Background: an optimization exercise with open tools, aiming at small area, a short achievable clock period and few clock cycles per item. Do not read the settings as production practice. The RTL was checked by simulation tests, not by an equivalence proof against the original design.

`design/flow/config.mk`:
```
export PLATFORM = sky130hd
export DESIGN_NAME = shelf_first_fit_packer
export DESIGN_NICKNAME = shelf_first_fit_packer
export VERILOG_FILES = /design/flow/design.v
export SDC_FILE = /design/flow/constraint.sdc
export NUM_CORES = 4
export LEC_CHECK = 0
export ABC_CLOCK_PERIOD_IN_PS = 2500
export CAP_MARGIN = 20
export CORE_MARGIN = 2
export CORE_UTILIZATION = 40
export SLEW_MARGIN = 20
```
`design/flow/constraint.sdc`:
```
create_clock -name core_clock -period 7.0 [get_ports {clk}]
set_input_delay 1.4000 -clock core_clock [delete_from_list [all_inputs] [get_ports {clk}]]
set_output_delay 1.4000 -clock core_clock [all_outputs]
set_load 0.01 [all_outputs]
```
`design/flow/design.v`:
```
package sfp_pkg;
    localparam int DIM_W    = 13;
    localparam int POS_X_W  = 12;
    localparam int POS_Y_W  = 18;
    localparam int STATUS_W = 3;
    localparam int HGT_W    = 19;
    localparam logic OP_PLACE = 1'b0;
    localparam logic OP_CLEAR = 1'b1;
    localparam logic [STATUS_W-1:0] ST_OLD_SHELF = 3'd0;
    localparam logic [STATUS_W-1:0] ST_NEW_SHELF = 3'd1;
    localparam logic [STATUS_W-1:0] ST_TOO_WIDE  = 3'd2;
    localparam logic [STATUS_W-1:0] ST_FULL      = 3'd3;
    localparam logic [STATUS_W-1:0] ST_CLEARED   = 3'd4;
    typedef struct packed {
        logic [DIM_W-1:0] used;
        logic [DIM_W-1:0] height;
    } shelf_t;
    typedef struct packed {
        logic [POS_X_W-1:0]  pos_x;
        logic [POS_Y_W-1:0]  pos_y;
        logic [STATUS_W-1:0] status;
        logic [HGT_W-1:0]    sheet_height;
    } result_t;
    typedef struct packed {
        logic    valid;
        result_t res;
    } push_t;
endpackage
module shelf_first_fit_packer (
    input  logic                         clk,
    input  logic                         rst_n,
    input  logic                         in_valid,
    output logic                         in_ready,
    input  logic                         in_op,
    input  logic [sfp_pkg::DIM_W-1:0]    in_rect_width,
    input  logic [sfp_pkg::DIM_W-1:0]    in_rect_height,
    output logic                         out_valid,
    input  logic                         out_ready,
    output logic [sfp_pkg::POS_X_W-1:0]  out_pos_x,
    output logic [sfp_pkg::POS_Y_W-1:0]  out_pos_y,
    output logic [sfp_pkg::STATUS_W-1:0] out_status,
    output logic [sfp_pkg::HGT_W-1:0]    out_sheet_height,
    input  logic                         cfg_wr_en,
    input  logic [sfp_pkg::DIM_W-1:0]    cfg_wr_data
);
    localparam int N       = 64;
    localparam int NG      = 8;             
    localparam int DW      = sfp_pkg::DIM_W;
    localparam int XW      = sfp_pkg::POS_X_W;
    localparam int YW      = sfp_pkg::POS_Y_W;
    localparam int SW      = sfp_pkg::STATUS_W;
    localparam int HW      = sfp_pkg::HGT_W;
    localparam int RW      = XW + YW + SW + HW;
    localparam int MAX_DIM = 4096;
    function automatic logic ge13(input logic [DW-1:0] a, input logic [DW-1:0] b);
        logic [15:0] g;
        logic [15:0] p;
        g = '0;
        p = '1;
        g[DW-1:0] = a & ~b;
        p[DW-1:0] = a | ~b;
        for (int l = 0; l < 4; l++)
        begin
            for (int i = 0; i < (16 >> (l + 1)); i++)
            begin
                g[i] = g[2*i+1] | (p[2*i+1] & g[2*i]);
                p[i] = p[2*i+1] & p[2*i];
            end
        end
        ge13 = g[0] | p[0];
    endfunction
    function automatic logic [DW-1:0] add13(input logic [DW-1:0] a, input logic [DW-1:0] b);
        logic [15:0] g;
        logic [15:0] p;
        logic [DW-1:0] x;
        g = '0;
        p = '0;
        g[DW-1:0] = a & b;
        p[DW-1:0] = a ^ b;
        x = p[DW-1:0];
        for (int l = 0; l < 4; l++)
        begin
            for (int i = 0; i < 16; i++)
            begin
                if ((i >> l) & 1)
                begin
                    g[i] = g[i] | (p[i] & g[((i >> l) << l) - 1]);
                    p[i] = p[i] & p[((i >> l) << l) - 1];
                end
            end
        end
        add13 = x ^ {g[DW-2:0], 1'b0};
    endfunction
    function automatic logic [2*YW-1:0] csa(input logic [YW-1:0] a,
                                            input logic [YW-1:0] b,
                                            input logic [YW-1:0] c);
        logic [YW-1:0] s;
        logic [YW-1:0] cy;
        s  = a ^ b ^ c;
        cy = (a & b) | (a & c) | (b & c);
        csa = {cy[YW-2:0], 1'b0, s};
    endfunction
    logic halt_r;        
    logic in_ready_r;    
    logic accept;
    assign in_ready = in_ready_r;
    assign accept   = in_valid && in_ready_r;
    logic [DW-1:0] sw_r;
    logic [DW-1:0] effw;
    always_ff @(posedge clk or negedge rst_n)
    begin
        if (!rst_n)
            sw_r <= DW'(1024);
        else if (cfg_wr_en)
            sw_r <= cfg_wr_data;
    end
    assign effw = (sw_r[12] && (sw_r[11:0] != '0)) ? DW'(MAX_DIM) : sw_r;
    logic          v0;
    logic          op0;
    logic          tw0;
    logic [DW-1:0] w0;
    logic [DW-1:0] h0;
    logic [DW-1:0] thr0;      
    logic [DW-1:0] thr1;      
    logic          t1neg;     
    logic [15:0]   wd0;       
    logic [15:0]   thr1_in;
    assign wd0     = 16'(effw) - 16'(w0);
    assign thr1_in = wd0 - 16'(in_rect_width);
    always_ff @(posedge clk or negedge rst_n)
    begin
        if (!rst_n)
            v0 <= 1'b0;
        else if (!halt_r)
            v0 <= accept;
    end
    always_ff @(posedge clk)
    begin
        if (!halt_r)
        begin
            op0   <= in_op;
            tw0   <= (in_rect_width == '0) || (in_rect_width > effw)
                     || (in_rect_height > DW'(MAX_DIM));
            w0    <= in_rect_width;
            h0    <= in_rect_height;
            thr0  <= effw - in_rect_width;
            thr1  <= thr1_in[DW-1:0];
            t1neg <= thr1_in[15];
        end
    end
    logic          v1;
    logic          op1;
    logic          tw1;
    logic [DW-1:0] w1;
    logic [DW-1:0] h1;
    always_ff @(posedge clk or negedge rst_n)
    begin
        if (!rst_n)
            v1 <= 1'b0;
        else if (!halt_r)
            v1 <= v0;
    end
    always_ff @(posedge clk)
    begin
        if (!halt_r)
        begin
            op1 <= op0;
            tw1 <= tw0;
            w1  <= w0;
            h1  <= h0;
        end
    end
    logic [6:0]    n_r;
    logic [HW-1:0] t_r;
    logic [DW-1:0] used [N];
    logic [DW-1:0] hgt  [N];
    logic [YW-1:0] ybase [1:N/NG-1];
    logic [N-1:0]  pvalid;    
    logic [N-1:0]  isn;       
    always_comb
    begin
        for (int k = 0; k < N; k++)
        begin
            pvalid[k] = (n_r > 7'(k));
            isn[k]    = (n_r == 7'(k));
        end
    end
    logic [N-1:0]  f0_r;
    logic [N-1:0]  f1_r;
    logic          scal_r;
    always_ff @(posedge clk)
    begin
        if (!halt_r)
        begin
            for (int k = 0; k < N; k++)
            begin
                f0_r[k] <= pvalid[k] && ge13(hgt[k], h0) && ge13(thr0, used[k]);
                f1_r[k] <= pvalid[k] && ge13(hgt[k], h0) && !t1neg && ge13(thr1, used[k]);
            end
            scal_r <= !t1neg && ge13(h1, h0);
        end
    end
    logic [N-1:0]  spec_r;     
    logic          opened_r;   
    logic          clr_r;      
    logic [N-1:0]  fit;
    logic [N-1:0]  pfx;
    logic [N-1:0]  fsel;
    logic          any;
    logic          go1;
    logic          place1;
    logic          clr1;
    logic          open1;
    logic [N-1:0]  upd;
    logic [N-1:0]  opn;
    always_comb
    begin
        for (int k = 0; k < N; k++)
        begin
            if (clr_r)
                fit[k] = 1'b0;
            else if (spec_r[k])
                fit[k] = opened_r ? scal_r : f1_r[k];
            else
                fit[k] = f0_r[k];
        end
    end
    always_comb
    begin
        logic [N-1:0] p;
        p = fit;
        for (int l = 0; l < 6; l++)
        begin
            for (int k = 0; k < N; k++)
            begin
                if ((k >> l) & 1)
                    p[k] = p[k] | p[((k >> l) << l) - 1];
            end
        end
        pfx = p;
    end
    assign fsel   = fit & ~{pfx[N-2:0], 1'b0};
    assign any    = pfx[N-1];
    assign go1    = v1 && !halt_r;
    assign place1 = go1 && !op1 && !tw1;
    assign clr1   = go1 && op1;
    assign open1  = place1 && !any && !n_r[6];
    assign upd    = {N{place1}} & fsel;
    assign opn    = {N{open1}} & isn;
    generate
        for (genvar k = 0; k < N; k++)
        begin : g_sh
            logic [DW-1:0] sum;
            assign sum = add13(used[k], w1);
            always_ff @(posedge clk)
            begin
                if (upd[k])
                    used[k] <= sum;
                else if (opn[k])
                    used[k] <= w1;
                if (opn[k])
                    hgt[k] <= h1;
            end
        end
    endgenerate
    generate
        for (genvar g = 1; g < N / NG; g++)
        begin : g_yb
            always_ff @(posedge clk)
            begin
                if (!pvalid[g * NG] && !halt_r)
                    ybase[g] <= t_r[YW-1:0];
            end
        end
    endgenerate
    always_ff @(posedge clk or negedge rst_n)
    begin
        if (!rst_n)
        begin
            n_r <= '0;
            t_r <= '0;
        end
        else if (clr1)
        begin
            n_r <= '0;
            t_r <= '0;
        end
        else if (open1)
        begin
            n_r <= n_r + 7'd1;
            t_r <= t_r + HW'(h1);
        end
    end
    always_ff @(posedge clk or negedge rst_n)
    begin
        if (!rst_n)
        begin
            opened_r <= 1'b0;
            clr_r    <= 1'b0;
        end
        else if (!halt_r)
        begin
            opened_r <= open1;
            clr_r    <= clr1;
        end
    end
    always_ff @(posedge clk)
    begin
        if (!halt_r)
            spec_r <= upd | opn;
    end
    logic          v2;
    logic [SW-1:0] st2;
    logic [DW-1:0] w2;
    logic [HW-1:0] sh2;
    logic          pv2;       
    always_ff @(posedge clk or negedge rst_n)
    begin
        if (!rst_n)
            v2 <= 1'b0;
        else if (!halt_r)
            v2 <= v1;
    end
    always_ff @(posedge clk)
    begin
        if (!halt_r)
        begin
            w2 <= w1;
            if (op1)
            begin
                st2 <= sfp_pkg::ST_CLEARED;
                sh2 <= '0;
                pv2 <= 1'b0;
            end
            else if (tw1)
            begin
                st2 <= sfp_pkg::ST_TOO_WIDE;
                sh2 <= t_r;
                pv2 <= 1'b0;
            end
            else if (any)
            begin
                st2 <= sfp_pkg::ST_OLD_SHELF;
                sh2 <= t_r;
                pv2 <= 1'b1;
            end
            else if (n_r[6])
            begin
                st2 <= sfp_pkg::ST_FULL;
                sh2 <= t_r;
                pv2 <= 1'b0;
            end
            else
            begin
                st2 <= sfp_pkg::ST_NEW_SHELF;
                sh2 <= t_r + HW'(h1);
                pv2 <= 1'b1;
            end
        end
    end
    logic [DW-1:0] selu;
    logic [5:0]    enc;
    always_comb
    begin
        selu = '0;
        enc  = '0;
        for (int k = 0; k < N; k++)
        begin
            selu = selu | (used[k] & {DW{spec_r[k]}});
            enc  = enc | (6'(k) & {6{spec_r[k]}});
        end
    end
    logic          v3;
    logic [SW-1:0] st3;
    logic [XW-1:0] px3;
    logic [HW-1:0] sh3;
    logic [5:0]    idx3;
    always_ff @(posedge clk or negedge rst_n)
    begin
        if (!rst_n)
            v3 <= 1'b0;
        else if (!halt_r)
            v3 <= v2;
    end
    always_ff @(posedge clk)
    begin
        if (!halt_r)
        begin
            st3  <= st2;
            sh3  <= sh2;
            px3  <= (st2 == sfp_pkg::ST_OLD_SHELF) ? XW'(selu - w2) : '0;
            idx3 <= pv2 ? enc : '0;
        end
    end
    logic [2:0]    grp;
    logic [2:0]    off;
    logic [YW-1:0] op [NG];
    logic [YW-1:0] ty [4];
    assign grp = idx3[5:3];
    assign off = idx3[2:0];
    always_comb
    begin
        op[0] = (grp == 3'd0) ? '0 : ybase[grp];
        for (int p = 0; p < NG - 1; p++)
        begin
            if (3'(p) < off)
                op[p + 1] = YW'(hgt[{grp, 3'(p)}]);
            else
                op[p + 1] = '0;
        end
    end
    always_comb
    begin
        logic [YW-1:0] s1, c1, s2, c2, s3, c3, s4, c4;
        {c1, s1} = csa(op[0], op[1], op[2]);
        {c2, s2} = csa(op[3], op[4], op[5]);
        {c3, s3} = csa(s1, c1, s2);
        {c4, s4} = csa(c2, op[6], op[7]);
        ty[0] = s3;
        ty[1] = c3;
        ty[2] = s4;
        ty[3] = c4;
    end
    logic          v4;
    logic [SW-1:0] st4;
    logic [XW-1:0] px4;
    logic [HW-1:0] sh4;
    logic [YW-1:0] ty4 [4];
    always_ff @(posedge clk or negedge rst_n)
    begin
        if (!rst_n)
            v4 <= 1'b0;
        else if (!halt_r)
            v4 <= v3;
    end
    always_ff @(posedge clk)
    begin
        if (!halt_r)
        begin
            st4 <= st3;
            px4 <= px3;
            sh4 <= sh3;
            for (int i = 0; i < 4; i++)
                ty4[i] <= ty[i];
        end
    end
    logic [YW-1:0] posy;
    always_comb
    begin
        logic [YW-1:0] s1, c1, s2, c2;
        {c1, s1} = csa(ty4[0], ty4[1], ty4[2]);
        {c2, s2} = csa(s1, c1, ty4[3]);
        posy = s2 + c2;
    end
    logic          head_v;
    logic          skid_v;
    logic [RW-1:0] head_d;
    logic [RW-1:0] skid_d;
    logic [RW-1:0] new_d;
    logic          push;
    logic          pop;
    logic          head_v_nx;
    logic          skid_v_nx;
    assign new_d = {px4, posy, st4, sh4};
    assign push  = v4 && !halt_r;
    assign pop   = head_v && out_ready;
    always_comb
    begin
        head_v_nx = head_v;
        skid_v_nx = skid_v;
        if (pop)
        begin
            if (skid_v)
                skid_v_nx = push;
            else
                head_v_nx = push;
        end
        else if (push)
        begin
            if (head_v)
                skid_v_nx = 1'b1;
            else
                head_v_nx = 1'b1;
        end
    end
    always_ff @(posedge clk or negedge rst_n)
    begin
        if (!rst_n)
        begin
            head_v     <= 1'b0;
            skid_v     <= 1'b0;
            halt_r     <= 1'b0;
            in_ready_r <= 1'b1;
        end
        else
        begin
            head_v     <= head_v_nx;
            skid_v     <= skid_v_nx;
            halt_r     <= head_v_nx && skid_v_nx;
            in_ready_r <= !(head_v_nx && skid_v_nx);
        end
    end
    always_ff @(posedge clk)
    begin
        if (pop || !head_v)
            head_d <= skid_v ? skid_d : new_d;
        if (pop || !skid_v)
            skid_d <= new_d;
    end
    assign out_valid        = head_v;
    assign out_pos_x        = head_d[RW-1 -: XW];
    assign out_pos_y        = head_d[HW+SW +: YW];
    assign out_status       = head_d[HW +: SW];
    assign out_sheet_height = head_d[HW-1:0];
endmodule
```
`design/flow/run.sh`:
```
#!/bin/bash
# synth_recipe.tcl (not shown) runs the flow's synth.tcl, then flattens the netlist and writes it again
# the make line also repeats each setting of config.mk as NAME=value (left out here)
make -C /OpenROAD-flow-scripts/flow DESIGN_CONFIG=/design/flow/config.mk WORK_HOME=/design/flow/orfs CLKGATE_MAP_FILE= SYNTH_SCRIPT=/design/flow/synth_recipe.tcl finish
```
==> flow_summary.toml, run 1 <==
[run_status]
status = "complete, no violations"

[yosys]
avgSynthCellArea_um2 = 10.3
synth-seq-area-share = 0.442
synth_top_cell_by_area = "edfxtp_1"
synth_cells = 15700
syn_nets = 16800
ys_seq_elements = 2388
synth_async_sr_flop_share = 0.0209
yosys_warnings = 25
post_synth_cell_types = 101
synth_commonest_cells = "edfxtp_1, nand2_1, o21ai_0, nor2_1, inv_1"
most_frequent_cell_after_synthesis = "edfxtp_1"
synthTopCellsByArea = "edfxtp_1, ha_1, fa_1"
ys_dominant_reg_cell = "edfxtp_1"
synth_area_mm2 = 0.162
synth_edf_count = 2338
synth.top_cell.area_share = 0.434

[cts]
cts_hold_buf = 0
ctsResizeCount = 0
root_buffer = "clkbuf_16"
clk-insertion-delay-late_ns = 1.00
cts-buffers-inserted = 295
cts.clk_slew.worst_paths_ns = 0.06
max-clock-path-buffers = 4
cts_htree_levels = 5
cts_setup_buffers = 0
clock_sink_count = 2388
tritoncts = "built"

[critical_path]
path_cells = "nand2_2 -> buf_4 -> a311oi_1 -> buf_4 -> nor4_1 -> nand4_1 -> nor4_2 -> nand2_1 -> buf_4 -> nor2_2 -> buf_4 -> nand2_1 -> nor4_2 -> a21o_1"
timing.critical_path.from_type = "register"
cp.depth = 14
timing.critical_path.slowest_stage_cell = "nor4_2"
critPathKind = "register to register"
worst-path-max-fanout = 17
critical_path_required_time_ns = 7.60
worst_ep_arrival_time_ns = 6.21
endpoint_kind = "register"
worstRegToRegCells = 14
path_common_cell = "buf_4"
setup.reg_to_reg.worst_slack_ns = 1.38
worst_r2r_startpoint = "opened_r$_DFFE_PN0N_"
critical_path.n_buffers_inverters = 4
worstReg2RegEnd = "used[30][2]$_DFFE_PP_"
critPathMaxStageDelay_ns = 0.75
timing.critical_path.max_delay_family = "simple AND/OR/NAND/NOR gates"

[routing]
detail_route.wl_per_cell_um = 40.7
detail_route.wirelength_um = 875000
drt_first_iter_violations = 22400
detailroute.via_count = 145000
drt-pass1-iter-count = 8
drc = 0
antenna_violating_nets_post_route = 0
vias_per_cell = 6.73

[finish]
area_growth_syn_to_layout_pct = 12.7
final_core_util = 0.452
design.final.nets = 17000
n_fill_cell = 38000
multi_input_area_mm2 = 0.0831
ff_latch_area_mm2 = 0.0715
fraction_of_layout_cells_with_a_size_suffix_above_1 = 0.111

[grt]
globalRouteTotalUtil = 0.416
number_of_antenna_violations_at_the_first_check_in_global_routing = 141
grt_first_pass_wirelength_um = 1160000
grt_overflow_total = 0
pin_count_of_the_biggest_net_entering_global_routing = 106
grt_pass1_vias = 131000

[sta]
setup_viol = 0
rsz0062_at_grt = "no"
fin_skew_ns = 0.0596
timing.final.ws_setup_ns = 1.38
slew_worst_pin_ns = 1.28
worst_slew_margin_rel = 0.141
timing_hold_violations_final = 0
clock.fmax_ghz = 0.178
final_min_period_over_clock_period = 0.802
drv_slew = 0
hold_ws_ns = 0.319
time_the_final_worst_path_needs_with_i_o_delays_and_setup_ns = 5.62

[floorplan]
core_area_mm2 = 0.403
boundaryPins = 99
design.die.area_mm2 = 0.410
die_height_um = 640
placement_rows = 233
starting_density = 0.402
dieWidth_um = 640

[placement]
placement.io_buffers = 98
place_congestion = 1.14
post-dp-hpwl_um = 655000
preCtsSetupSlack_ns = 1.55

[min_path]
hold_path_class = "input pin to asynchronous set/reset pin"

[flow_run]
max_cap_viol_count = 0
-- layout make-up --
class	instances	share of cell area
multi-input combinational	11300	0.456
sequential	2388	0.392
clock buffer	359	0.0426
timing repair buffer	806	0.0391
tap	5405	0.0371
inverter	1030	0.0215
clock inverter	164	0.0101
antenna	103	0.00141
-- cells in the final DEF, fill, tap and decap left out, types with 72 or more instances in the layout --
cell and count:
ha_1 793, maj3_1 647, o31ai_1 170, xnor2_1 307
diode_2 103, nand2_1 1293, nor3_1 233, mux2i_1 84
a22oi_1 225, clkdlybuf4s50_1 97, fa_1 338, a21oi_1 777
a21o_1 137, a22o_1 231, o221ai_1 161, nand3_1 112
a311oi_1 72, nor2_1 1097, xor2_1 205, o21a_1 102
o22ai_1 273, o211ai_1 96, mux2_2 361, clkbuf_16 299
nor2b_1 227, a31oi_1 118, inv_1 985, nand2b_1 290
a221oi_1 334, a2111oi_0 80, edfxtp_1 2338, a21boi_0 144
buf_4 637, a211oi_1 83, o21ai_0 1154
-- worst register-to-register path, stage by stage (launching register included) --
cell and delay (ns):
dfrtp_2 0.43, nand2_2 0.39, buf_4 0.39, a311oi_1 0.15, buf_4 0.22, nor4_1 0.37
nand4_1 0.47, nor4_2 0.44, nand2_1 0.08, buf_4 0.20, nor2_2 0.16, buf_4 0.20
nand2_1 0.36, nor4_2 0.75, a21o_1 0.60
-- per-layer routing --
metal  vias up  track usage  routed length [um]
met1     71400        0.502              319000
met4        96        0.348               89600
met5         -            0                1120
li1      59500            -                   -
met3      3259        0.132              101000
met2     10500        0.605              363000
-- flip-flops by register name, summed over array words and instances, names as in the netlist, 19 cells and up --
signal / flops
f0_r: 64
f1_r: 64
head_d: 52
hgt: 832
sh2: 19
sh3: 19
sh4: 19
skid_d: 52
spec_r: 64
t_r: 19
ty4: 59
used: 832
ybase: 126
-- stage by stage --
stage	instance area, um^2	TNS (ns)	instances
after floorplan	162000	-238.87	15700
after global placement	172000	0	20900
after detailed placement	172000	0	20900
after CTS	182000	0	21400
after global routing	182000	0	21400
final	182000	0	21500
-- cells by family (layout without fill, tap and decap cells) --
| group | after synthesis | after routing | synth area share |
|---|---|---|---|
| buffers and inverters | 2026 | 2359 | 0.0474 |
| XOR/XNOR | 512 | 512 | 0.0277 |
| multiplexers | 468 | 468 | 0.0328 |
| AO/OA/AOI/OAI | 4804 | 4804 | 0.202 |
| flip-flops | 2388 | 2388 | 0.442 |
| other | 0 | 103 | 0 |
| AND/OR/NAND/NOR | 3634 | 3634 | 0.102 |
| adder cells (fa/ha/maj) | 1835 | 1835 | 0.147 |
-- worst max path at each step --
stage	start	endpoint	slack, ns
2_1_floorplan	halt_r$_DFF_PN0_	f0_r[0]$_DFFE_PN_	-0.54
3_3_place_gp	ty4[0][2]$_DFFE_PN_	head_d[34]$_DFFE_PP_	1.66
3_5_place_dp	ty4[0][2]$_DFFE_PN_	head_d[38]$_DFFE_PP_	1.55
4_1_cts	ty4[0][2]$_DFFE_PN_	head_d[38]$_DFFE_PP_	1.58
5_1_grt	ty4[0][2]$_DFFE_PN_	head_d[36]$_DFFE_PP_	1.18
6_report	opened_r$_DFFE_PN0N_	used[30][2]$_DFFE_PP_	1.38
Testbench counts, summed over its fixed seeds: cycles 9,283, items 9,235.
==> run 2: changes to the inputs <==
--- a/design/flow/design.v
+++ b/design/flow/design.v
@@ -117,2 +117,22 @@
     assign effw = (sw_r[12] && (sw_r[11:0] != '0)) ? DW'(MAX_DIM) : sw_r;
+    logic          vi;
+    logic          opi;
+    logic [DW-1:0] wi;
+    logic [DW-1:0] hi;
+    always_ff @(posedge clk or negedge rst_n)
+    begin
+        if (!rst_n)
+            vi <= 1'b0;
+        else if (!halt_r)
+            vi <= accept;
+    end
+    always_ff @(posedge clk)
+    begin
+        if (!halt_r)
+        begin
+            opi <= in_op;
+            wi  <= in_rect_width;
+            hi  <= in_rect_height;
+        end
+    end
     logic          v0;
@@ -125,6 +145,4 @@
     logic          t1neg;     
-    logic [15:0]   wd0;       
-    logic [15:0]   thr1_in;
-    assign wd0     = 16'(effw) - 16'(w0);
-    assign thr1_in = wd0 - 16'(in_rect_width);
+    logic [DW:0]   thr1_in;
+    assign thr1_in = {1'b0, thr0} - {1'b0, wi};
     always_ff @(posedge clk or negedge rst_n)
@@ -134,3 +152,3 @@
         else if (!halt_r)
-            v0 <= accept;
+            v0 <= vi;
     end
@@ -140,10 +158,9 @@
         begin
-            op0   <= in_op;
-            tw0   <= (in_rect_width == '0) || (in_rect_width > effw)
-                     || (in_rect_height > DW'(MAX_DIM));
-            w0    <= in_rect_width;
-            h0    <= in_rect_height;
-            thr0  <= effw - in_rect_width;
-            thr1  <= thr1_in[DW-1:0];
-            t1neg <= thr1_in[15];
+            op0   <= opi;
+            tw0   <= (wi == '0) || (wi > effw) || (hi > DW'(MAX_DIM));
+            w0    <= wi;
+            h0    <= hi;
+            thr0  <= effw - wi;
+            thr1  <= thr1_in[DW] ? '0 : thr1_in[DW-1:0];
+            t1neg <= thr1_in[DW];
         end
@@ -187,20 +204,18 @@
     end
-    logic [N-1:0]  f0_r;
-    logic [N-1:0]  f1_r;
-    logic          scal_r;
-    always_ff @(posedge clk)
+    logic [N-1:0]  f0;
+    logic [N-1:0]  f1;
+    logic          scal;
+    logic          nclr1;     
+    assign scal  = !t1neg && ge13(h1, h0);
+    assign nclr1 = !(v1 && op1);
+    always_comb
     begin
-        if (!halt_r)
+        for (int k = 0; k < N; k++)
         begin
-            for (int k = 0; k < N; k++)
-            begin
-                f0_r[k] <= pvalid[k] && ge13(hgt[k], h0) && ge13(thr0, used[k]);
-                f1_r[k] <= pvalid[k] && ge13(hgt[k], h0) && !t1neg && ge13(thr1, used[k]);
-            end
-            scal_r <= !t1neg && ge13(h1, h0);
+            f0[k] = nclr1 && pvalid[k] && ge13(hgt[k], h0) && ge13(thr0, used[k]);
+            f1[k] = nclr1 && pvalid[k] && ge13(hgt[k], h0) && ge13(thr1, used[k]);
         end
     end
-    logic [N-1:0]  spec_r;     
-    logic          opened_r;   
-    logic          clr_r;      
+    logic [N-1:0]  fit_r;      
+    logic [N-1:0]  updu_r;     
     logic [N-1:0]  fit;
@@ -219,8 +234,3 @@
         begin
-            if (clr_r)
-                fit[k] = 1'b0;
-            else if (spec_r[k])
-                fit[k] = opened_r ? scal_r : f1_r[k];
-            else
-                fit[k] = f0_r[k];
+            fit[k] = fit_r[k];
         end
@@ -253,10 +263,8 @@
             logic [DW-1:0] sum;
-            assign sum = add13(used[k], w1);
+            assign sum = add13(used[k] & {DW{!isn[k]}}, w1);
             always_ff @(posedge clk)
             begin
-                if (upd[k])
+                if (upd[k] || (isn[k] && !halt_r))
                     used[k] <= sum;
-                else if (opn[k])
-                    used[k] <= w1;
-                if (opn[k])
+                if (isn[k] && !halt_r)
                     hgt[k] <= h1;
@@ -293,15 +301,2 @@
     end
-    always_ff @(posedge clk or negedge rst_n)
-    begin
-        if (!rst_n)
-        begin
-            opened_r <= 1'b0;
-            clr_r    <= 1'b0;
-        end
-        else if (!halt_r)
-        begin
-            opened_r <= open1;
-            clr_r    <= clr1;
-        end
-    end
     always_ff @(posedge clk)
@@ -309,3 +304,7 @@
         if (!halt_r)
-            spec_r <= upd | opn;
+        begin
+            updu_r  <= upd;
+            for (int k = 0; k < N; k++)
+                fit_r[k] <= upd[k] ? f1[k] : (f0[k] || (opn[k] && scal));
+        end
     end
@@ -316,2 +315,4 @@
     logic          pv2;       
+    logic          fit2;      
+    logic [5:0]    n2;        
     always_ff @(posedge clk or negedge rst_n)
@@ -328,2 +329,4 @@
             w2 <= w1;
+            n2 <= n_r[5:0];
+            fit2 <= any;
             if (op1)
@@ -368,4 +371,4 @@
         begin
-            selu = selu | (used[k] & {DW{spec_r[k]}});
-            enc  = enc | (6'(k) & {6{spec_r[k]}});
+            selu = selu | (used[k] & {DW{updu_r[k]}});
+            enc  = enc | (6'(k) & {6{updu_r[k]}});
         end
@@ -374,3 +377,4 @@
     logic [SW-1:0] st3;
-    logic [XW-1:0] px3;
+    logic [DW-1:0] u3;
+    logic [DW-1:0] w3;
     logic [HW-1:0] sh3;
@@ -390,4 +394,5 @@
             sh3  <= sh2;
-            px3  <= (st2 == sfp_pkg::ST_OLD_SHELF) ? XW'(selu - w2) : '0;
-            idx3 <= pv2 ? enc : '0;
+            u3   <= (st2 == sfp_pkg::ST_OLD_SHELF) ? selu : '0;
+            w3   <= (st2 == sfp_pkg::ST_OLD_SHELF) ? w2 : '0;
+            idx3 <= !pv2 ? '0 : fit2 ? enc : n2;
         end
@@ -397,3 +402,3 @@
     logic [YW-1:0] op [NG];
-    logic [YW-1:0] ty [4];
+    logic [YW-1:0] ty [3];
     assign grp = idx3[5:3];
@@ -418,6 +423,4 @@
         {c4, s4} = csa(c2, op[6], op[7]);
-        ty[0] = s3;
-        ty[1] = c3;
-        ty[2] = s4;
-        ty[3] = c4;
+        {ty[1], ty[0]} = csa(s3, c3, s4);
+        ty[2] = c4;
     end
@@ -427,3 +430,3 @@
     logic [HW-1:0] sh4;
-    logic [YW-1:0] ty4 [4];
+    logic [YW-1:0] ty4 [3];
     always_ff @(posedge clk or negedge rst_n)
@@ -440,5 +443,5 @@
             st4 <= st3;
-            px4 <= px3;
+            px4 <= XW'(u3 - w3);
             sh4 <= sh3;
-            for (int i = 0; i < 4; i++)
+            for (int i = 0; i < 3; i++)
                 ty4[i] <= ty[i];
@@ -449,6 +452,5 @@
     begin
-        logic [YW-1:0] s1, c1, s2, c2;
+        logic [YW-1:0] s1, c1;
         {c1, s1} = csa(ty4[0], ty4[1], ty4[2]);
-        {c2, s2} = csa(s1, c1, ty4[3]);
-        posy = s2 + c2;
+        posy = s1 + c1;
     end
--- a/design/flow/config.mk
+++ b/design/flow/config.mk
@@ -7,6 +7,6 @@
 export LEC_CHECK = 0
-export ABC_CLOCK_PERIOD_IN_PS = 2500
 export CAP_MARGIN = 20
 export CORE_MARGIN = 2
-export CORE_UTILIZATION = 40
+export CORE_UTILIZATION = 55
+export SETUP_SLACK_MARGIN = 3.0
 export SLEW_MARGIN = 20
==> flow_summary.toml, run 2 <==
[run_status]
status = "did not finish"
flow.stopped_at = "global routing (5_1_grt)"
error_line = "[ERROR GRT-0232] Routing congestion too high. Check the congestion heatmap in the GUI."

[cts]
clock_sink_count = 2355
root_buffer = "clkbuf_16"
max-clock-path-buffers = 4
cts_htree_levels = 5
cts-buffers-inserted = 276

[placement]
place_congestion = 1.20
preCtsSetupSlack_ns = 1.50
post-dp-hpwl_um = 645000
placement.io_buffers = 98
placed_area_mm2 = 0.166
dpl.cell_count = 18700

[grt]
globalRouteTotalUtil = 0.753
pin_count_of_the_biggest_net_entering_global_routing = 115
number_of_antenna_violations_at_the_first_check_in_global_routing = 221
grt_overflow_total = 151

[yosys]
syn_nets = 16200
avgSynthCellArea_um2 = 10.5
synth_top_cell_by_area = "edfxtp_1"
synth_cells = 15100
ys_dominant_reg_cell = "edfxtp_1"
synth_edf_count = 2306
yosys_warnings = 25
synth_async_sr_flop_share = 0.0208
synth.top_cell.area_share = 0.439
synthTopCellsByArea = "edfxtp_1, ha_1, maj3_1"
post_synth_cell_types = 94
synth-seq-area-share = 0.447
synth_area_mm2 = 0.158
ys_seq_elements = 2355
most_frequent_cell_after_synthesis = "edfxtp_1"
synth_commonest_cells = "edfxtp_1, inv_1, nor2_1, nand2_1, o21ai_0"

[floorplan]
die_height_um = 540
dieWidth_um = 540
starting_density = 0.553
boundaryPins = 99
placement_rows = 196

[sta]
worstEndpointGrtRepair = "fit_r[41]$_DFFE_PN_/D"
worst_path_end_type = "register data pin"
run 2: cell count changes after synthesis, moves of 85 or more:
cell      delta
a22oi_1     -85
and2_1     +386
clkbuf_1   -112
mux2_2     -258
nand2_1    -351
nor2_1     -126
nor2b_1    +179
o21ai_0    -369
o31ai_1     -92
xnor2_1     -86
xor2_1     +131
run 2: worst max path at each step:
stage	start	to	slack [ns]
CTS	n_r[6]$_DFFE_PN0P_	used[23][12]$_DFFE_PP_	2.80
detailed placement	n_r[1]$_DFFE_PN0P_	used[61][12]$_DFFE_PP_	1.50
global placement	n_r[1]$_DFFE_PN0P_	used[48][12]$_DFFE_PP_	1.50
floorplan	halt_r$_DFF_PN0_	fit_r[59]$_DFFE_PN_	-1.08
run 2: per-layer routing:
layer | GRT overflow | GRT usage
met2 | 66 | 0.881
met5 | 0 | 0.352
met4 | 84 | 0.701
met3 | 0 | 0.634
met1 | 1 | 0.776
run 2: kinds of logic after synthesis:
logic type / count (synthesis) / share of synthesized area
DFF: 2355 / 0.447
muxes: 225 / 0.0164
buffers and inverters: 1913 / 0.0460
adders and majority gates: 1860 / 0.152
AOI/OAI and AO/OA: 4365 / 0.190
and+or+nand+nor: 3797 / 0.118
xor gates and xnor gates: 557 / 0.0309
run 2: what timing repair did:
action,in CTS
setup endpoints to repair,1520
hold buffers,0
gates cloned,32
buffers inserted,325
resized for setup,923
pin swaps,204
endpoints found under the hold margin,0
Testbench counts of run 2, summed over its fixed seeds: cycles 9,291, items 9,235.
==> run 3: changes to the inputs <==
--- a/design/flow/design.v
+++ b/design/flow/design.v
@@ -189,2 +189,4 @@
     end
+    logic [DW-1:0] w2;        
+    logic [DW-1:0] selu;      
     logic [6:0]    n_r;
@@ -210,2 +212,24 @@
     assign nclr1 = !(v1 && op1);
+    logic [DW:0]   ta;
+    logic [DW:0]   tb;
+    logic [DW-1:0] selu_g [N/NG];
+    logic [DW-1:0] selz_g [N/NG];
+    logic [DW-1:0] newu_g [N/NG];
+    logic [N/NG-1:0] c0s;
+    logic [N/NG-1:0] c1s;
+    assign ta  = {1'b0, thr0} - {1'b0, w2};
+    assign tb  = {1'b0, thr1} - {1'b0, w2};
+    always_comb
+    begin
+        for (int g = 0; g < N / NG; g++)
+        begin
+            selu_g[g] = '0;
+            for (int j = 0; j < NG; j++)
+                selu_g[g] = selu_g[g] | (used[g*NG+j] & {DW{tg_r[g*NG+j]}});
+            selz_g[g] = fit2 ? selu_g[g] : '0;
+            newu_g[g] = add13(selz_g[g], w2);
+            c0s[g]    = !ta[DW] && ge13(ta[DW-1:0], selz_g[g]);
+            c1s[g]    = !tb[DW] && ge13(tb[DW-1:0], selz_g[g]);
+        end
+    end
     always_comb
@@ -214,4 +238,6 @@
         begin
-            f0[k] = nclr1 && pvalid[k] && ge13(hgt[k], h0) && ge13(thr0, used[k]);
-            f1[k] = nclr1 && pvalid[k] && ge13(hgt[k], h0) && ge13(thr1, used[k]);
+            f0[k] = nclr1 && pvalid[k] && ge13(hgt[k], h0)
+                    && (tg_r[k] ? c0s[k/NG] : ge13(thr0, used[k]));
+            f1[k] = nclr1 && pvalid[k] && ge13(hgt[k], h0)
+                    && (tg_r[k] ? c1s[k/NG] : ge13(thr1, used[k]));
         end
@@ -219,3 +245,3 @@
     logic [N-1:0]  fit_r;      
-    logic [N-1:0]  updu_r;     
+    logic [N-1:0]  tg_r;       
     logic [N-1:0]  fit;
@@ -262,8 +288,6 @@
         begin : g_sh
-            logic [DW-1:0] sum;
-            assign sum = add13(used[k] & {DW{!isn[k]}}, w1);
             always_ff @(posedge clk)
             begin
-                if (upd[k] || (isn[k] && !halt_r))
-                    used[k] <= sum;
+                if (tg_r[k] && !halt_r)
+                    used[k] <= newu_g[k/NG];
                 if (isn[k] && !halt_r)
@@ -305,3 +329,3 @@
         begin
-            updu_r  <= upd;
+            tg_r    <= upd | opn;
             for (int k = 0; k < N; k++)
@@ -312,3 +336,2 @@
     logic [SW-1:0] st2;
-    logic [DW-1:0] w2;
     logic [HW-1:0] sh2;
@@ -316,3 +339,2 @@
     logic          fit2;      
-    logic [5:0]    n2;        
     always_ff @(posedge clk or negedge rst_n)
@@ -329,3 +351,2 @@
             w2 <= w1;
-            n2 <= n_r[5:0];
             fit2 <= any;
@@ -363,3 +384,2 @@
     end
-    logic [DW-1:0] selu;
     logic [5:0]    enc;
@@ -369,7 +389,6 @@
         enc  = '0;
+        for (int g = 0; g < N / NG; g++)
+            selu = selu | selu_g[g];
         for (int k = 0; k < N; k++)
-        begin
-            selu = selu | (used[k] & {DW{updu_r[k]}});
-            enc  = enc | (6'(k) & {6{updu_r[k]}});
-        end
+            enc = enc | (6'(k) & {6{tg_r[k]}});
     end
@@ -377,4 +396,3 @@
     logic [SW-1:0] st3;
-    logic [DW-1:0] u3;
-    logic [DW-1:0] w3;
+    logic [XW-1:0] px3;
     logic [HW-1:0] sh3;
@@ -394,5 +412,4 @@
             sh3  <= sh2;
-            u3   <= (st2 == sfp_pkg::ST_OLD_SHELF) ? selu : '0;
-            w3   <= (st2 == sfp_pkg::ST_OLD_SHELF) ? w2 : '0;
-            idx3 <= !pv2 ? '0 : fit2 ? enc : n2;
+            px3  <= (st2 == sfp_pkg::ST_OLD_SHELF) ? selu[XW-1:0] : '0;
+            idx3 <= pv2 ? enc : '0;
         end
@@ -443,3 +460,3 @@
             st4 <= st3;
-            px4 <= XW'(u3 - w3);
+            px4 <= px3;
             sh4 <= sh3;
--- a/design/flow/config.mk
+++ b/design/flow/config.mk
@@ -11,2 +11,2 @@
 export SETUP_SLACK_MARGIN = 3.0
-export SLEW_MARGIN = 20
+export SLEW_MARGIN = 30
==> flow_summary.toml, run 3 <==
[run_status]
status = "complete, no violations"

[cts]
root_buffer = "clkbuf_16"
clk-insertion-delay-late_ns = 0.97
cts_hold_buf = 0
cts_htree_levels = 5
cts-buffers-inserted = 281
cts.clk_slew.worst_paths_ns = 0.06
max-clock-path-buffers = 4
clock_sink_count = 2338
tritoncts = "built"

[yosys]
post_synth_cell_types = 104
synth_area_mm2 = 0.135
synth_commonest_cells = "edfxtp_1, inv_1, nor2_1, nand2_1, a21oi_1"
synth_async_sr_flop_share = 0.0210
most_frequent_cell_after_synthesis = "edfxtp_1"
synth.top_cell.area_share = 0.510
avgSynthCellArea_um2 = 10.9
synthTopCellsByArea = "edfxtp_1, maj3_1, a21oi_1"
synth_cells = 12400
synth_edf_count = 2289
synth_top_cell_by_area = "edfxtp_1"
synth-seq-area-share = 0.520
syn_nets = 12700
yosys_warnings = 28
ys_seq_elements = 2338
ys_dominant_reg_cell = "edfxtp_1"

[floorplan]
boundaryPins = 99
design.die.area_mm2 = 0.249
die_height_um = 499
starting_density = 0.553
dieWidth_um = 499
placement_rows = 181
core_area_mm2 = 0.243

[placement]
dpl.cell_count = 15300
preCtsSetupSlack_ns = 1.49
place_congestion = 1.12
placement.io_buffers = 98
post-dp-hpwl_um = 433000

[sta]
timing.final.ws_setup_ns = 2.19
hold_ws_ns = 0.367
worst_slew_margin_rel = 0.231
fin_tns_setup_ns = 0
time_the_final_worst_path_needs_with_i_o_delays_and_setup_ns = 4.81
timing_hold_violations_final = 0
final_min_period_over_clock_period = 0.687
setup_viol = 0
clock.fmax_ghz = 0.208
drv_slew = 0
rsz0062_at_grt = "yes"
slew_worst_pin_ns = 1.14
fin_skew_ns = 0.110

[grt]
grtUsageMet2 = 0.666
gr-max-usage-layer = "met2"
pin_count_of_the_biggest_net_entering_global_routing = 138
grt_first_pass_wirelength_um = 830000
number_of_antenna_violations_at_the_first_check_in_global_routing = 58
grt.met1_usage = 0.598
grt_pass1_vias = 114000
globalRouteTotalUtil = 0.466
grt_overflow_total = 0
grt.met3_usage = 0.193

[critical_path]
critPathKind = "register to register"
critical_path.n_buffers_inverters = 0
endpoint_kind = "register"
worst_r2r_startpoint = "n_r[4]$_DFFE_PN0P_"
critPathMaxStageDelay_ns = 0.92
worst-path-max-fanout = 15
worst_ep_arrival_time_ns = 5.48
timing.critical_path.slowest_stage_cell = "nor2_1"
critical_path_required_time_ns = 7.67
setup.reg_to_reg.worst_slack_ns = 2.19
timing.critical_path.max_delay_family = "simple AND/OR/NAND/NOR gates"
path_cells = "nor2b_1 -> nand2b_1 -> nor2_1 -> nand2_1 -> and3_1 -> o21ai_1 -> a2111oi_2 -> o22a_1"
critical_path.startpoint = "n_r[4]$_DFFE_PN0P_"
timing.critical_path.from_type = "register"

[finish]
layout.cells.most_common = "edfxtp_1"
area_growth_syn_to_layout_pct = 19.2
multi_input_area_mm2 = 0.0632
final_cells = 16300
design.final.nets = 13200
n_fill_cell = 18500
ff_latch_area_mm2 = 0.0700
layout.cells.most_common_list = "edfxtp_1, inv_1, nand2_1"
fraction_of_layout_cells_with_a_size_suffix_above_1 = 0.195
top_regs = "hgt (832), used (832), ybase (126)"

[routing]
drc = 0
detailroute.via_count = 121000
antenna_violating_nets_post_route = 0
detail_route.wl_per_cell_um = 37.1
drt-pass1-iter-count = 10
drt_first_iter_violations = 22300
vias_per_cell = 7.40
detail_route.wirelength_um = 605000

[min_path]
hold_path_class = "input pin to asynchronous set/reset pin"

[flow_run]
max_cap_viol_count = 0
## run 3: path summary, 6_finish.rpt
| path | cells after the start | endpoint |
|---|---|---|
| max | 8 | fit_r[16]$_DFFE_PN_ |
| min | 1 | sw_r[11]$_DFFE_PN0P_ |
| max reg2reg | 8 | fit_r[16]$_DFFE_PN_ |
| min reg2reg | 0 | px4[2]$_DFFE_PN_ |
| max in group asynchronous | 2 | in_ready_r$_DFF_PN1_ |
| min in group core_clock | 0 | px4[2]$_DFFE_PN_ |
## run 3: per-layer routing
metal | wire [um] | vias up
met5 | 932 | -
met4 | 42200 | 60
met3 | 98200 | 2235
met2 | 251000 | 10000
met1 | 213000 | 59700
li1 | - | 48800
## run 3: cell type report
cell class,instances,share of cell area
timing repair inverter,1,0.0000546
clock inverter,148,0.00909
sequential,2338,0.436
antenna,19,0.000296
multi-input combinational,8305,0.394
timing repair buffer,1110,0.0687
tap,3202,0.0250
inverter,874,0.0213
clock buffer,333,0.0459
## run 3: cells by family after synthesis
logic type / synth area share
AO/OA/AOI/OAI: 0.202
flip-flops: 0.520
adder cells (fa/ha/maj): 0.0998
buffers and inverters: 0.0494
XOR/XNOR: 0.00781
AND/OR/NAND/NOR: 0.0982
multiplexers: 0.0237
## run 3: what timing repair did
item,CTS,global route
setup buffers,413,116
pin swaps,367,254
gates cloned,18,14
endpoints found under the setup margin,627,466
gates resized for setup,841,366
## run 3: stage by stage
step | util | cell area, um^2
after global placement | 0.579 | 141000
final | 0.659 | 160000
after detailed placement | 0.580 | 141000
after CTS | 0.647 | 158000
after floorplan | - | 136000
after global routing | 0.659 | 160000
Testbench counts of run 3, summed over its fixed seeds: cycles 9,291, items 9,235.
==> run 4: changes to the inputs <==
--- a/design/flow/config.mk
+++ b/design/flow/config.mk
@@ -7,5 +7,7 @@
 export LEC_CHECK = 0
+export ABC_AREA = 1
+export ABC_CLOCK_PERIOD_IN_PS = 1200
 export CAP_MARGIN = 20
 export CORE_MARGIN = 2
-export CORE_UTILIZATION = 55
+export CORE_UTILIZATION = 45
 export SETUP_SLACK_MARGIN = 3.0
==> flow_summary.toml, run 4 <==
[run_status]
status = "complete, no violations"

[critical_path]
worst_ep_arrival_time_ns = 4.75
critPathKind = "register to register"
setup.reg_to_reg.worst_slack_ns = 2.93
worstRegToRegCells = 10
worst_r2r_startpoint = "idx3[4]$_SDFFCE_PN0N_"
critical_path.n_buffers_inverters = 4
timing.critical_path.max_delay_family = "adder cells"
endpoint_kind = "register"
critPathMaxStageDelay_ns = 0.58
path_cells = "buf_4 -> nor3_4 -> buf_4 -> clkinv_2 -> o22ai_1 -> o41ai_4 -> fa_2 -> fa_1 -> inv_1 -> fa_1"
timing.critical_path.slowest_stage_cell = "fa_2"
critical_path_required_time_ns = 7.68
timing.critical_path.from_type = "register"
worst-path-max-fanout = 12
worstReg2RegEnd = "ty4[0][7]$_DFFE_PN_"

[flow_run]
max_cap_viol_count = 0

[cts]
clk-insertion-delay-late_ns = 0.95
cts-buffers-inserted = 278
cts_htree_levels = 5
cts.clk_slew.worst_paths_ns = 0.06
tritoncts = "built"
max-clock-path-buffers = 4
root_buffer = "clkbuf_16"
cts_hold_buf = 0
clock_sink_count = 2338

[floorplan]
core_area_mm2 = 0.311
design.die.area_mm2 = 0.317
die_height_um = 563
dieWidth_um = 563
boundaryPins = 99
placement_rows = 205
starting_density = 0.451

[yosys]
synth_commonest_cells = "nand2_1, edfxtp_1, inv_1, nor2_1, o21ai_0"
ys_seq_elements = 2338
synth.top_cell.area_share = 0.490
avgSynthCellArea_um2 = 8.16
synth_async_sr_flop_share = 0.0210
ys_dominant_reg_cell = "edfxtp_1"
synth_area_mm2 = 0.140
syn_nets = 17500
synth_cells = 17200
synth_top_cell_by_area = "edfxtp_1"
most_frequent_cell_after_synthesis = "nand2_1"
synth-seq-area-share = 0.498
synth_edf_count = 2289
yosys_warnings = 28
synthTopCellsByArea = "edfxtp_1, nand2_1, o21ai_0"
post_synth_cell_types = 61

[routing]
drt-pass1-iter-count = 10
drt_first_iter_violations = 22800
drc = 0
antenna_violating_nets_post_route = 0
detail_route.wirelength_um = 636000
detailroute.via_count = 135000
detail_route.wl_per_cell_um = 29.4
vias_per_cell = 6.25

[finish]
top_regs = "hgt (832), used (832), ybase (126)"
fraction_of_layout_cells_with_a_size_suffix_above_1 = 0.0793
area_growth_syn_to_layout_pct = 13.5
final_cell_area_mm2 = 0.159
layout.cells.most_common = "nand2_1"
layout.cells.most_common_list = "nand2_1, edfxtp_1, inv_1"
design.final.nets = 17600

[placement]
preCtsSetupSlack_ns = 1.90
placed_area_mm2 = 0.147
place_congestion = 1.07
placement.io_buffers = 98
post-dp-hpwl_um = 455000

[sta]
timing.final.ws_setup_ns = 2.93
worst_slew_margin_rel = 0.187
rsz0062_at_grt = "yes"
clock.fmax_ghz = 0.246
fin_skew_ns = 0.0714
time_the_final_worst_path_needs_with_i_o_delays_and_setup_ns = 4.07
fin_tns_setup_ns = 0
drv_slew = 0
final_min_period_over_clock_period = 0.581
setup_viol = 0
slew_worst_pin_ns = 1.21
timing_hold_violations_final = 0

[grt]
grt_first_pass_wirelength_um = 874000
number_of_antenna_violations_at_the_first_check_in_global_routing = 51
globalRouteTotalUtil = 0.386
grt_overflow_total = 0
pin_count_of_the_biggest_net_entering_global_routing = 130
grt_pass1_vias = 119000

[min_path]
hold_path_class = "input pin to asynchronous set/reset pin"
-- run 4: cell families (layout without fill, tap and decap cells) --
family / count (synthesis) / count (layout) / share of synthesized area
compound gates: 3881 / 3881 / 0.164
fa+ha+maj: 293 / 293 / 0.0322
xor+xnor: 121 / 121 / 0.00755
other cells: 0 / 25 / 0
flops: 2338 / 2338 / 0.498
buf+inv: 2692 / 2977 / 0.0723
mux: 2 / 2 / 0.000160
simple gates: 7872 / 7874 / 0.225
-- run 4: how the worst max path moves through the flow --
stage          cells past startpoint                   from  slack, ns                endpoint
3_5_place_dp                      20     tg_r[29]$_DFFE_PN_       1.90  used[30][12]$_DFFE_PP_
5_1_grt                           15  idx3[5]$_SDFFCE_PN0N_       2.88     ty4[0][3]$_DFFE_PN_
3_3_place_gp                      14    fit_r[32]$_DFFE_PN_       1.56       tg_r[4]$_DFFE_PN_
4_1_cts                           19      tg_r[2]$_DFFE_PN_       2.94   used[0][11]$_DFFE_PP_
6_report                          10  idx3[4]$_SDFFCE_PN0N_       2.93     ty4[0][7]$_DFFE_PN_
2_1_floorplan                     13  idx3[5]$_SDFFCE_PN0N_       3.22    ty4[0][12]$_DFFE_PN_
-- run 4: cell type report --
cell class | count | area [um^2]
clock inverters | 162 | 1460
inverters | 1849 | 7170
well taps | 4140 | 5180
flip-flops and latches | 2338 | 70000
multi-input cells | 12200 | 62100
fillers | 29100 | 152000
repair buffers | 636 | 6090
repair inverters | 3 | 17.5
diodes | 25 | 62.6
clock buffers | 327 | 7350
-- run 4: timing repair --
item                       CTS  global route
pin swaps                   13            19
cloned                       3            10
setup buffers               95            36
setup endpoints to repair  539           515
gates resized for setup    233           216
-- run 4: metrics by stage --
step | hold slack, ns | std cells | util
global placement | 0.401 | 21000 | 0.472
global route | 0.330 | 21600 | 0.512
CTS | 0.307 | 21600 | 0.507
floorplan | 0.400 | 17200 | -
finish | 0.333 | 21700 | 0.512
detailed placement | 0.405 | 21000 | 0.473
-- run 4: metal layers --
layer  vias up  share of wire  global-route usage
li1      59600              -                   -
met1     64400           0.38               0.534
met2      9753           0.41               0.551
met3      1562           0.15               0.113
met4        24          0.057               0.185
met5         -        0.00027                   0
==> run 5: changes to the inputs <==
--- a/design/flow/config.mk
+++ b/design/flow/config.mk
@@ -12,3 +12,3 @@
 export CORE_UTILIZATION = 45
-export SETUP_SLACK_MARGIN = 3.0
+export SETUP_SLACK_MARGIN = 3.5
 export SLEW_MARGIN = 30
==> flow_summary.toml, run 5 <==
[run_status]
status = "complete, no violations"

[floorplan]
boundaryPins = 99
dieWidth_um = 563
design.die.area_mm2 = 0.317
starting_density = 0.451
core_area_mm2 = 0.311
die_height_um = 563
placement_rows = 205

[routing]
antenna_violating_nets_post_route = 0
drt_first_iter_violations = 23000
drt-pass1-iter-count = 10
vias_per_cell = 6.30
detailroute.via_count = 139000
detail_route.wl_per_cell_um = 30.2
drc = 0
detail_route.wirelength_um = 667000

[sta]
fin_skew_ns = 0.0826
fin_tns_setup_ns = 0
clock.fmax_ghz = 0.257
slew_worst_pin_ns = 1.11
time_the_final_worst_path_needs_with_i_o_delays_and_setup_ns = 3.89
drv_slew = 0
timing_hold_violations_final = 0
timing.final.ws_setup_ns = 3.11
rsz0062_at_grt = "yes"
setup_viol = 0
worst_slew_margin_rel = 0.257
final_min_period_over_clock_period = 0.555

[cts]
root_buffer = "clkbuf_16"
cts.clk_slew.worst_paths_ns = 0.06
cts_htree_levels = 5
max-clock-path-buffers = 4
tritoncts = "built"
clock_sink_count = 2338
clk-insertion-delay-late_ns = 0.97
cts-buffers-inserted = 279
cts_hold_buf = 0

[critical_path]
endpoint_kind = "register"
worst_ep_arrival_time_ns = 4.57
timing.critical_path.from_type = "register"
worst-path-max-fanout = 6
critical_path_required_time_ns = 7.68
critPathKind = "register to register"

[placement]
place_congestion = 1.08
placement.io_buffers = 98
post-dp-hpwl_um = 461000
preCtsSetupSlack_ns = 1.93

[grt]
globalRouteTotalUtil = 0.402
grt_pass1_vias = 123000
pin_count_of_the_biggest_net_entering_global_routing = 126
grt_first_pass_wirelength_um = 908000
number_of_antenna_violations_at_the_first_check_in_global_routing = 47
grt_overflow_total = 0

[yosys]
synth_commonest_cells = "nand2_1, edfxtp_1, inv_1, nor2_1, o21ai_0"
most_frequent_cell_after_synthesis = "nand2_1"
ys_seq_elements = 2338
synthTopCellsByArea = "edfxtp_1, nand2_1, o21ai_0"
synth_top_cell_by_area = "edfxtp_1"
ys_dominant_reg_cell = "edfxtp_1"
synth_async_sr_flop_share = 0.0210
post_synth_cell_types = 61
yosys_warnings = 28
syn_nets = 17500
synth-seq-area-share = 0.498
synth_area_mm2 = 0.140
synth_edf_count = 2289
synth.top_cell.area_share = 0.490
avgSynthCellArea_um2 = 8.16
synth_cells = 17200

[min_path]
hold_path_class = "input pin to asynchronous set/reset pin"

[finish]
fraction_of_layout_cells_with_a_size_suffix_above_1 = 0.127
design.final.nets = 18000
n_fill_cell = 28300
layout.cells.most_common = "nand2_1"
layout.cells.most_common_list = "nand2_1, edfxtp_1, inv_1"
top_regs = "hgt (832), used (832), ybase (126)"
area_growth_syn_to_layout_pct = 19.4

[flow_run]
max_cap_viol_count = 0
[run 5: changes by cell type in the layout (fill, tap and decap cells not counted), moves of 47 or more]
cell	delta
a21oi_1	-68
buf_12	+62
nor2_1	-82
nand2_2	+84
nor2_2	+52
buf_6	+61
nand2_1	-141
inv_1	-53
buf_4	+191
nand2_4	+47
[run 5: critical path: stages, from the launching register on]
cell and delay [ns]:
edfxtp_1 0.42, buf_6 0.16, buf_4 0.13, nor3_4 0.27, clkinv_4 0.22, buf_4 0.25, o22ai_2 0.21, a2111oi_4 0.10
o21ai_1 0.12, nand2_1 0.12, fa_2 0.66, fa_1 0.45, inv_2 0.07, fa_2 0.42
[run 5: kinds of logic after synthesis]
logic type | Yosys count | synth area share
AO/OA/AOI/OAI | 3881 | 0.164
XOR/XNOR | 121 | 0.00755
adder cells (fa/ha/maj) | 293 | 0.0322
buffers and inverters | 2692 | 0.0723
flip-flops | 2338 | 0.498
multiplexers | 2 | 0.000160
AND/OR/NAND/NOR | 7872 | 0.225
[run 5: metal layers]
| metal | share of wire | GRT usage | vias up |
|---|---|---|---|
| met5 | 0.00059 | 0 | - |
| met4 | 0.062 | 0.208 | 32 |
| met3 | 0.15 | 0.132 | 1818 |
| met2 | 0.41 | 0.568 | 10300 |
| met1 | 0.38 | 0.549 | 66200 |
| li1 | - | - | 60500 |
[run 5: final cells by class]
cell class | instances | area [um^2] | share of cell area
multi-input combinational | 12200 | 65100 | 0.388
clock buffer | 348 | 7420 | 0.0443
antenna | 26 | 65.1 | 0.000388
sequential | 2338 | 70000 | 0.417
timing repair buffer | 1002 | 10700 | 0.0639
tap | 4140 | 5180 | 0.0309
inverter | 1849 | 7370 | 0.0440
timing repair inverter | 8 | 72.6 | 0.000433
clock inverter | 154 | 1750 | 0.0104
[run 5: path summary, 6_finish.rpt]
path / start / endpoint / slack, ns / depth (start not counted)
min in group core_clock: px3[11]$_SDFFCE_PP0N_ / px4[11]$_DFFE_PN_ / 0.38 / 0
worst min register to register: px3[11]$_SDFFCE_PP0N_ / px4[11]$_DFFE_PN_ / 0.38 / 0
worst max register to register: idx3[5]$_SDFFCE_PN0N_ / ty4[0][9]$_DFFE_PN_ / 3.11 / 13
worst min-delay path: rst_n / sw_r[1]$_DFFE_PN0P_ / 0.34 / 1
max in group asynchronous: rst_n / halt_r$_DFF_PN0_ / 5.52 / 2
worst max-delay path: idx3[5]$_SDFFCE_PN0N_ / ty4[0][9]$_DFFE_PN_ / 3.11 / 13
[run 5: per-stage QoR]
stage / util / hold WS (ns) / std cells / cell area [um^2]
global placement: 0.473 / 0.402 / 21000 / 147000
CTS: 0.525 / 0.316 / 21800 / 163000
finish: 0.539 / 0.339 / 22000 / 168000
detailed placement: 0.473 / 0.405 / 21000 / 147000
floorplan: - / 0.400 / 17200 / 140000
global route: 0.539 / 0.342 / 22000 / 168000
[run 5: repair_timing]
action                                  in CTS  in global routing
buffers inserted                           261                189
endpoints found under the setup margin     940                680
gates resized for setup                    893                535
pin swaps                                  130                185
endpoints found under the hold margin        0                  0
gates cloned                                33                 15
==> run 6: changes to the inputs <==
--- a/design/flow/design.v
+++ b/design/flow/design.v
@@ -384,3 +384,4 @@
     end
-    logic [5:0]    enc;
+    logic [NG-1:0]   gsel;    
+    logic [NG-2:0]   offm;    
     always_comb
@@ -388,7 +389,15 @@
         selu = '0;
-        enc  = '0;
         for (int g = 0; g < N / NG; g++)
             selu = selu | selu_g[g];
-        for (int k = 0; k < N; k++)
-            enc = enc | (6'(k) & {6{tg_r[k]}});
+        gsel = '0;
+        offm = '0;
+        for (int g = 0; g < N / NG; g++)
+        begin
+            for (int j = 0; j < NG; j++)
+            begin
+                gsel[g] = gsel[g] | tg_r[g*NG+j];
+                for (int p = 0; p < j; p++)
+                    offm[p] = offm[p] | tg_r[g*NG+j];
+            end
+        end
     end
@@ -398,3 +407,4 @@
     logic [HW-1:0] sh3;
-    logic [5:0]    idx3;
+    logic [NG-1:0] gsel3;
+    logic [NG-2:0] offm3;
     always_ff @(posedge clk or negedge rst_n)
@@ -413,20 +423,18 @@
             px3  <= (st2 == sfp_pkg::ST_OLD_SHELF) ? selu[XW-1:0] : '0;
-            idx3 <= pv2 ? enc : '0;
+            gsel3 <= pv2 ? gsel : '0;
+            offm3 <= pv2 ? offm : '0;
         end
     end
-    logic [2:0]    grp;
-    logic [2:0]    off;
     logic [YW-1:0] op [NG];
     logic [YW-1:0] ty [3];
-    assign grp = idx3[5:3];
-    assign off = idx3[2:0];
     always_comb
     begin
-        op[0] = (grp == 3'd0) ? '0 : ybase[grp];
+        op[0] = '0;
+        for (int g = 1; g < N / NG; g++)
+            op[0] = op[0] | (ybase[g] & {YW{gsel3[g]}});
         for (int p = 0; p < NG - 1; p++)
         begin
-            if (3'(p) < off)
-                op[p + 1] = YW'(hgt[{grp, 3'(p)}]);
-            else
-                op[p + 1] = '0;
+            op[p + 1] = '0;
+            for (int g = 0; g < N / NG; g++)
+                op[p + 1] = op[p + 1] | (YW'(hgt[g*NG+p]) & {YW{gsel3[g] && offm3[p]}});
         end
==> flow_summary.toml, run 6 <==
[placement]
dpl.cell_count = 21000
place_congestion = 1.05
placement.io_buffers = 98
placed_area_mm2 = 0.147
post-dp-hpwl_um = 468000

[routing]
detail_route.wl_per_cell_um = 30.1
drt_first_iter_violations = 19700
antenna_violating_nets_post_route = 0
detailroute.via_count = 136000
drt-pass1-iter-count = 9
vias_per_cell = 6.19
detail_route.wirelength_um = 662000
drc = 0

[sta]
hold_ws_ns = 0.406
timing_hold_violations_final = 0
time_the_final_worst_path_needs_with_i_o_delays_and_setup_ns = 3.78
fin_skew_ns = 0.0579
drv_slew = 0
fin_tns_setup_ns = 0
final_min_period_over_clock_period = 0.540
setup_viol = 0
rsz0062_at_grt = "yes"
clock.fmax_ghz = 0.265
slew_worst_pin_ns = 1.10
worst_slew_margin_rel = 0.268

[yosys]
ys_seq_elements = 2347
most_frequent_cell_after_synthesis = "nand2_1"
synth_area_mm2 = 0.141
yosys_warnings = 10
synth_cells = 17200
synth_async_sr_flop_share = 0.0209
synth-seq-area-share = 0.500
synth.top_cell.area_share = 0.491
ys_dominant_reg_cell = "edfxtp_1"
post_synth_cell_types = 63
avgSynthCellArea_um2 = 8.18
synth_commonest_cells = "nand2_1, edfxtp_1, inv_1, nor2_1, o21ai_0"
synthTopCellsByArea = "edfxtp_1, nand2_1, o21ai_0"
synth_edf_count = 2298
synth_top_cell_by_area = "edfxtp_1"
syn_nets = 17500

[critical_path]
worst_ep_arrival_time_ns = 4.45
timing.critical_path.from_type = "register"
critical_path_required_time_ns = 7.67
endpoint_kind = "register"
worst-path-max-fanout = 8
critPathKind = "register to register"

[cts]
max-clock-path-buffers = 4
cts.clk_slew.worst_paths_ns = 0.06
cts_hold_buf = 0
cts-buffers-inserted = 279
clk-insertion-delay-late_ns = 0.94
clock_sink_count = 2347
root_buffer = "clkbuf_16"
tritoncts = "built"
cts_htree_levels = 5

[min_path]
hold_path_class = "register to register"

[finish]
fraction_of_layout_cells_with_a_size_suffix_above_1 = 0.119
layout.cells.most_common_list = "nand2_1, edfxtp_1, inv_1"
top_regs = "hgt (832), used (832), ybase (126)"
design.final.nets = 17900
final_cell_area_mm2 = 0.166
layout.cells.most_common = "nand2_1"
final_cells = 22000
area_growth_syn_to_layout_pct = 17.8

[flow_run]
max_cap_viol_count = 0

[grt]
grt_overflow_total = 0
pin_count_of_the_biggest_net_entering_global_routing = 168
globalRouteTotalUtil = 0.402
number_of_antenna_violations_at_the_first_check_in_global_routing = 48
grt_pass1_vias = 123000
grt_first_pass_wirelength_um = 910000

[floorplan]
dieWidth_um = 563
die_height_um = 563
placement_rows = 205
core_area_mm2 = 0.311
boundaryPins = 99
design.die.area_mm2 = 0.317
starting_density = 0.451

[run_status]
status = "complete, no violations"
run 6: changes by cell type in the layout (fill, tap and decap cells not counted), moves of 28 or more:
cell	before	now
nand2_1	4786	4890
nand3_1	763	689
a22oi_1	46	1
inv_1	1725	1767
o22ai_1	856	891
a21oi_1	459	491
nor2_1	1460	1430
buf_16	30	2
run 6: per-stage QoR:
step	utilization	worst slack (ns)
3_3_place_gp	0.473	2.05
5_1_grt	0.532	3.21
3_5_place_dp	0.474	2.05
6_report	0.532	3.22
4_1_cts	0.521	3.28
2_1_floorplan	-	3.56
run 6: repair_timing:
action / CTS / global route
buffers inserted: 271 / 144
endpoints found under the setup margin: 905 / 568
pin swaps: 122 / 159
cloned: 4 / 11
gates resized for setup: 799 / 416
run 6: path summary, 6_finish.rpt:
check,slack (ns),start,to,depth (start not counted)
hold / removal,0.41,px3[11]$_SDFFCE_PP0N_,px4[11]$_DFFE_PN_,0
hold reg to reg,0.41,px3[11]$_SDFFCE_PP0N_,px4[11]$_DFFE_PN_,0
setup reg to reg,3.22,gsel3[0]$_SDFFCE_PN0N_,ty4[0][1]$_DFFE_PN_,11
min in group asynchronous,0.67,rst_n,sw_r[0]$_DFFE_PN0P_,2
setup / recovery,3.22,gsel3[0]$_SDFFCE_PN0N_,ty4[0][1]$_DFFE_PN_,11
max in group asynchronous,5.61,rst_n,halt_r$_DFF_PN0_,2
run 6: final cells by class:
class | count | area (um^2)
Timing Repair Buffer | 909 | 8900
Inverter | 1889 | 7420
Clock buffer | 345 | 7400
Clock inverter | 157 | 1410
Timing Repair inverter | 3 | 33.8
Tap cell | 4140 | 5180
Multi-Input combinational cell | 12200 | 65000
Antenna cell | 27 | 67.6
Sequential cell | 2347 | 70200
Fill cell | 29000 | 146000
run 6: cells by family (layout without fill, tap and decap cells):
group / count (synthesis) / in the layout / share of synthesized area
xor gates and xnor gates: 121 / 121 / 0.00754
other: 0 / 27 / 0
DFF: 2347 / 2347 / 0.500
muxes: 2 / 2 / 0.000160
and+or+nand+nor: 7875 / 7879 / 0.225
buffers and inverters: 2676 / 3303 / 0.0718
AOI/OAI and AO/OA: 3881 / 3881 / 0.164
adders and majority gates: 293 / 293 / 0.0322
run 6: layer usage:
| metal | global-route usage | vias up | wire length, um |
|---|---|---|---|
| met5 | 0 | - | 263 |
| met4 | 0.323 | 40 | 64900 |
| met3 | 0.0980 | 2247 | 77800 |
| met2 | 0.615 | 9074 | 286000 |
| met1 | 0.486 | 64500 | 234000 |
| li1 | - | 60300 | - |
run 6: critical path, cell delays in order, from the launching register on:
cell and delay [ns]:
edfxtp_1 0.41, buf_12 0.21, nand2_8 0.11, buf_4 0.11, buf_6 0.10, buf_4 0.11
o22ai_1 0.12, nor4_4 0.66, fa_2 0.70, inv_2 0.11, fa_1 0.40, fa_1 0.44
Testbench counts of run 6, summed over its fixed seeds: cycles 9,291, items 9,235.

[what the ideal ports hide]
Ports are ideal in the flow. The routed layouts listed here were re-timed in OpenROAD.
Step 1 (the two cells are an assumption about what drives the block):
set clk [get_ports {clk}]
set_driving_cell -lib_cell sky130_fd_sc_hd__clkbuf_16 $clk
set_driving_cell -lib_cell sky130_fd_sc_hd__buf_2 [delete_from_list [all_inputs] $clk]
Step 2 also shifts input and output timing later by t, the mid clock arrival at the registers, as if the neighbouring blocks saw the same clock.
a / b / c = ideal / step 1 / step 2; a / b = the first two.
run | t (ns) | setup slack, ns | worst register clock-pin slew, ns
run 1 | 1.085 | 1.383 / 1.383 / 1.383 | 0.08 / 0.08
run 3 | 1.019 | 2.190 / 2.190 / 2.190 | 0.07 / 0.07
run 4 | 1.029 | 2.934 / 2.934 / 2.934 | 0.07 / 0.07
run 5 | 1.051 | 3.114 / 3.114 / 3.114 | 0.07 / 0.07
run 6 | 1.028 | 3.220 / 3.220 / 3.220 | 0.07 / 0.07
After both steps setup and hold are still met in every run listed.
